Context: an optimization exercise on an open-source flow, tuned for small area, a short achievable clock period and few clock cycles. The choices shown serve that exercise and are no tape-out recipe. Function was checked by simulation only, so behaviour that the tests miss may differ from the original. Power is estimated from default activity; no workload was simulated.

== lane 1 ==
## nc_cpu_top
module nc_cpu_top #(
    parameter logic [7:0]  RESET_BANK      = 8'h01,
    parameter logic [15:0] RESET_OFFSET    = 16'h8000,
    parameter logic [7:0]  RESET_DATA_BANK = 8'h00
) (
    input  logic        clk,
    input  logic        reset_n,
    output logic        mem_valid,
    output logic        mem_we,
    output logic [23:0] mem_addr,
    output logic [15:0] mem_wdata,
    input  logic        mem_ready,
    input  logic [15:0] mem_rdata,
    output logic        halted
);
Size: roughly 1800 cells after synthesis, roughly 280 flip-flops, roughly 62 I/O pins.
==> flow/config.mk <==
export PLATFORM = sky130hd
export DESIGN_NAME = nc_cpu_top
export DESIGN_NICKNAME = nc_cpu_top
export VERILOG_FILES = /design/flow/design.v
export SDC_FILE = /design/flow/constraint.sdc
export NUM_CORES = 4
export LEC_CHECK = 0
export CAP_MARGIN = 5
export CORE_MARGIN = 2
export CORE_UTILIZATION = 40
export CTS_CLUSTER_DIAMETER = 100
export CTS_CLUSTER_SIZE = 22
export PLACE_DENSITY = 0.6
export SLEW_MARGIN = 5
==> flow/constraint.sdc <==
create_clock -name core_clock -period 11.0 [get_ports {clk}]
set_input_delay 2.2000 -clock core_clock [delete_from_list [all_inputs] [get_ports {clk}]]
set_output_delay 2.2000 -clock core_clock [all_outputs]
set_load 0.01 [all_outputs]
standard.sh (not shown) runs the stock make flow with config.mk's settings and CLKGATE_MAP_FILE= SYNTH_SCRIPT=/design/flow/synth_recipe.tcl, a recipe that flattens the netlist after the stock synthesis.
==> flow/flow/run.sh <==
#!/bin/bash
set -euo pipefail
MARGIN=$(cat flow/margin.txt)
bash standard.sh SETUP_SLACK_MARGIN=$MARGIN \
    "BUFFER_PORTS_ARGS=-buffer_cell sky130_fd_sc_hd__buf_4" finish > flow_make.log 2>&1
==> flow/flow/margin.txt <==
6.35
Lane 1 closes out successfully: all stages finished, all timing, DRC and antenna checks passed.
Testbench counts of lane 1, summed over its fixed seeds: cycles 79,294.
Input-level comparison between lane 2 and lane 1:
# lane 1
export LEC_CHECK = 0
export CAP_MARGIN = 5
export CORE_MARGIN = 2
export CORE_UTILIZATION = 40
export CTS_CLUSTER_DIAMETER = 100
export CTS_CLUSTER_SIZE = 22
export PLACE_DENSITY = 0.6
export SLEW_MARGIN = 5
create_clock -name core_clock -period 11.0 [get_ports {clk}]
# lane 2
export LEC_CHECK = 0
export CAP_MARGIN = 20
export CORE_MARGIN = 2
export CORE_UTILIZATION = 40
export CTS_CLUSTER_DIAMETER = 100
export CTS_CLUSTER_SIZE = 22
export PLACE_DENSITY = 0.6
export SLEW_MARGIN = 20
create_clock -name core_clock -period 11.0 [get_ports {clk}]
==> flow/flow/margin.txt <==
6.25
==> summary.txt <==
Of lane 2 and lane 1, it is lane 2 that has the lower layout clock buffer count. Lane 2 gives less area growth from synthesis to layout than lane 1 did. Relative to lane 1, sequential share of layout area has gone up in lane 2. In the tables for lane 1 and lane 2, share of final layout cell area taken by non-clock buffers reads lower with lane 2. Lane 2 finished all stages; the layout is clean.
The following lists how lane 3 was set up differently from lane 2:
==> flow/flow/margin.txt <==
6.35
Findings:
In the reports for lane 3 and lane 2, the larger number of non-filler instances in the completed layout belongs to lane 3.
Compared with lane 2, in lane 3 measured slew at the worst slew-check pin saw a decrease, number of search-and-repair iterations in the first detailed-routing pass saw a decrease, register fraction of the total cell area saw a decrease, total cell area at the placement stage saw an increase, least setup slack across all paths after layout saw an increase.
Diff lane 2..lane 3 | number of top-level design ports | unchanged
Global-route wire length before repair delta (lane 2 -> lane 3): insignificant
The higher maximum frequency of lane 3 and lane 2 is in lane 3.
For maximum VDD drop, lane 3 and lane 2 come out practically identical.
Lane 3 ends up with a number of signal-net buffers in the layout that is about 9% higher than in lane 2.
Modified inputs, lane 4 compared to lane 3
# lane 3
export LEC_CHECK = 0
export CAP_MARGIN = 20
export CORE_MARGIN = 2
export CORE_UTILIZATION = 40
export CTS_CLUSTER_DIAMETER = 100
export CTS_CLUSTER_SIZE = 22
export PLACE_DENSITY = 0.6
export SLEW_MARGIN = 20
create_clock -name core_clock -period 11.0 [get_ports {clk}]
# lane 4
export LEC_CHECK = 0
export CAP_MARGIN = 20
export CORE_MARGIN = 2
export CORE_UTILIZATION = 40
export CTS_CLUSTER_DIAMETER = 90
export CTS_CLUSTER_SIZE = 18
export PLACE_DENSITY = 0.6
export SLEW_MARGIN = 20
create_clock -name core_clock -period 11.0 [get_ports {clk}]
--- outcome ---
- Lane 4: PASS, flow complete, no timing, DRC or antenna violations
- Lane 3 and lane 4 ended up with nearly the same first-iteration DRC count.
- Non-clock buffer count of lane 4 exceeds that of lane 3 slightly.
- Final worst slack delta (lane 4 − lane 3): favourable
- Diff lane 4..lane 3 | total number of placement rows | negligible
- Re critical path depth: lane 3 and lane 4 aren't equal, and the higher value belongs to lane 4.
- When lane 4 is measured against lane 3, its fraction of layout cells with a size suffix above 1 turns out 0.86 points higher.
- The final reports for lane 4 and lane 3 show total via count after detailed routing higher in the former.
- The standard cells in lane 4 occupy more silicon area than those in lane 3 do.

========
nc_cpu_top again, from the RTL that the note above started with.
export LEC_CHECK = 0
export CAP_MARGIN = 20
export CORE_MARGIN = 2
export CORE_UTILIZATION = 40
export CTS_CLUSTER_DIAMETER = 100
export CTS_CLUSTER_SIZE = 22
export PLACE_DENSITY = 0.6
export SLEW_MARGIN = 20
create_clock -name core_clock -period 11.0 [get_ports {clk}]
==> flow/flow/margin.txt <==
6.4
Scripts as last shown in full above: flow/flow/run.sh
Testbench counts at the start, summed over its fixed seeds: cycles 79,294.
Next try:
==> flow/flow/margin.txt (replaced) <==
6.35
GPL_ROUTABILITY_DRIVEN = 0   (was not set)
Effect:
- The new run went through all stages and came out clean
- via count fell by 0.32%
- hold slack got worse by 0.0070 ns
- clock-buffer cell count rises by 1
- cell count falls by 0.45%
Next try:
==> flow/flow/margin.txt (replaced) <==
6.45
CTS_CLUSTER_DIAMETER = 110   (was 100)
CTS_CLUSTER_SIZE = 26   (was 22)
GPL_ROUTABILITY_DRIVEN = not set   (was 0)
=> The new run went through all stages and came out clean. Via count is about the same. Total power is about the same. Die area stays the same. Non-clock buffer count goes up by 2.
Next try:
CTS_CLUSTER_DIAMETER = 100   (was 110)
CTS_CLUSTER_SIZE = 22   (was 26)
Design area went up by 0.37%. Synthesized cell count is unchanged. Worst hold slack stays flat. Wire length hardly moves. Global-route usage is about the same. Synthesized area does not change. First-iteration DRC count went down by 2.8%. Total power went up by 1.3%. Clock-buffer cell count went up by 4. Utilization went up by 0.17 points. Worst setup slack is better by 0.047 ns.

re-timing with driven ports:
The flow's constraints put no driver on any port. The routed layouts listed below were extracted and timed again, unchanged, in two steps. Step 1: set_driving_cell puts a clkbuf_16 on clk and a buf_2 on each other input, an assumption about the parent block. Step 2, shift: input delay + t, output delay - t, t = (earliest + latest rising clock arrival at the registers) / 2. This alone moves slack from input paths to output paths. a / b / c = ideal / step 1 / step 2; a / b = the first two.
| run | shift t [ns] | setup slack, ns | worst setup path at the end | slew at the worst register clock pin (ns) |
|---|---|---|---|---|
| lane 1 | 0.601 | 6.342 / 6.288 / 5.940 | input to register | 0.11 / 0.11 |
| lane 2 | 0.599 | 6.256 / 6.200 / 5.835 | input to register | 0.10 / 0.10 |
| lane 3 | 0.603 | 6.377 / 6.321 / 5.911 | input to register | 0.10 / 0.10 |
| lane 4 | 0.615 | 6.394 / 6.336 / 5.877 | input to register | 0.09 / 0.09 |
| the first run of note 2 | 0.607 | 6.287 / 6.230 / 5.916 | input to register | 0.09 / 0.09 |
| the second run of note 2 | 0.607 | 6.298 / 6.243 / 5.866 | input to register | 0.10 / 0.10 |
| the third run of note 2 | 0.593 | 6.316 / 6.259 / 5.959 | input to register | 0.11 / 0.11 |
| the fourth run of note 2 | 0.605 | 6.362 / 6.306 / 5.996 | input to register | 0.10 / 0.10 |
After both steps every run listed still meets setup and hold. For lane 4, which loses most, drivers alone change the setup slack by -0.058 ns; drivers and shift together by -0.517 ns.
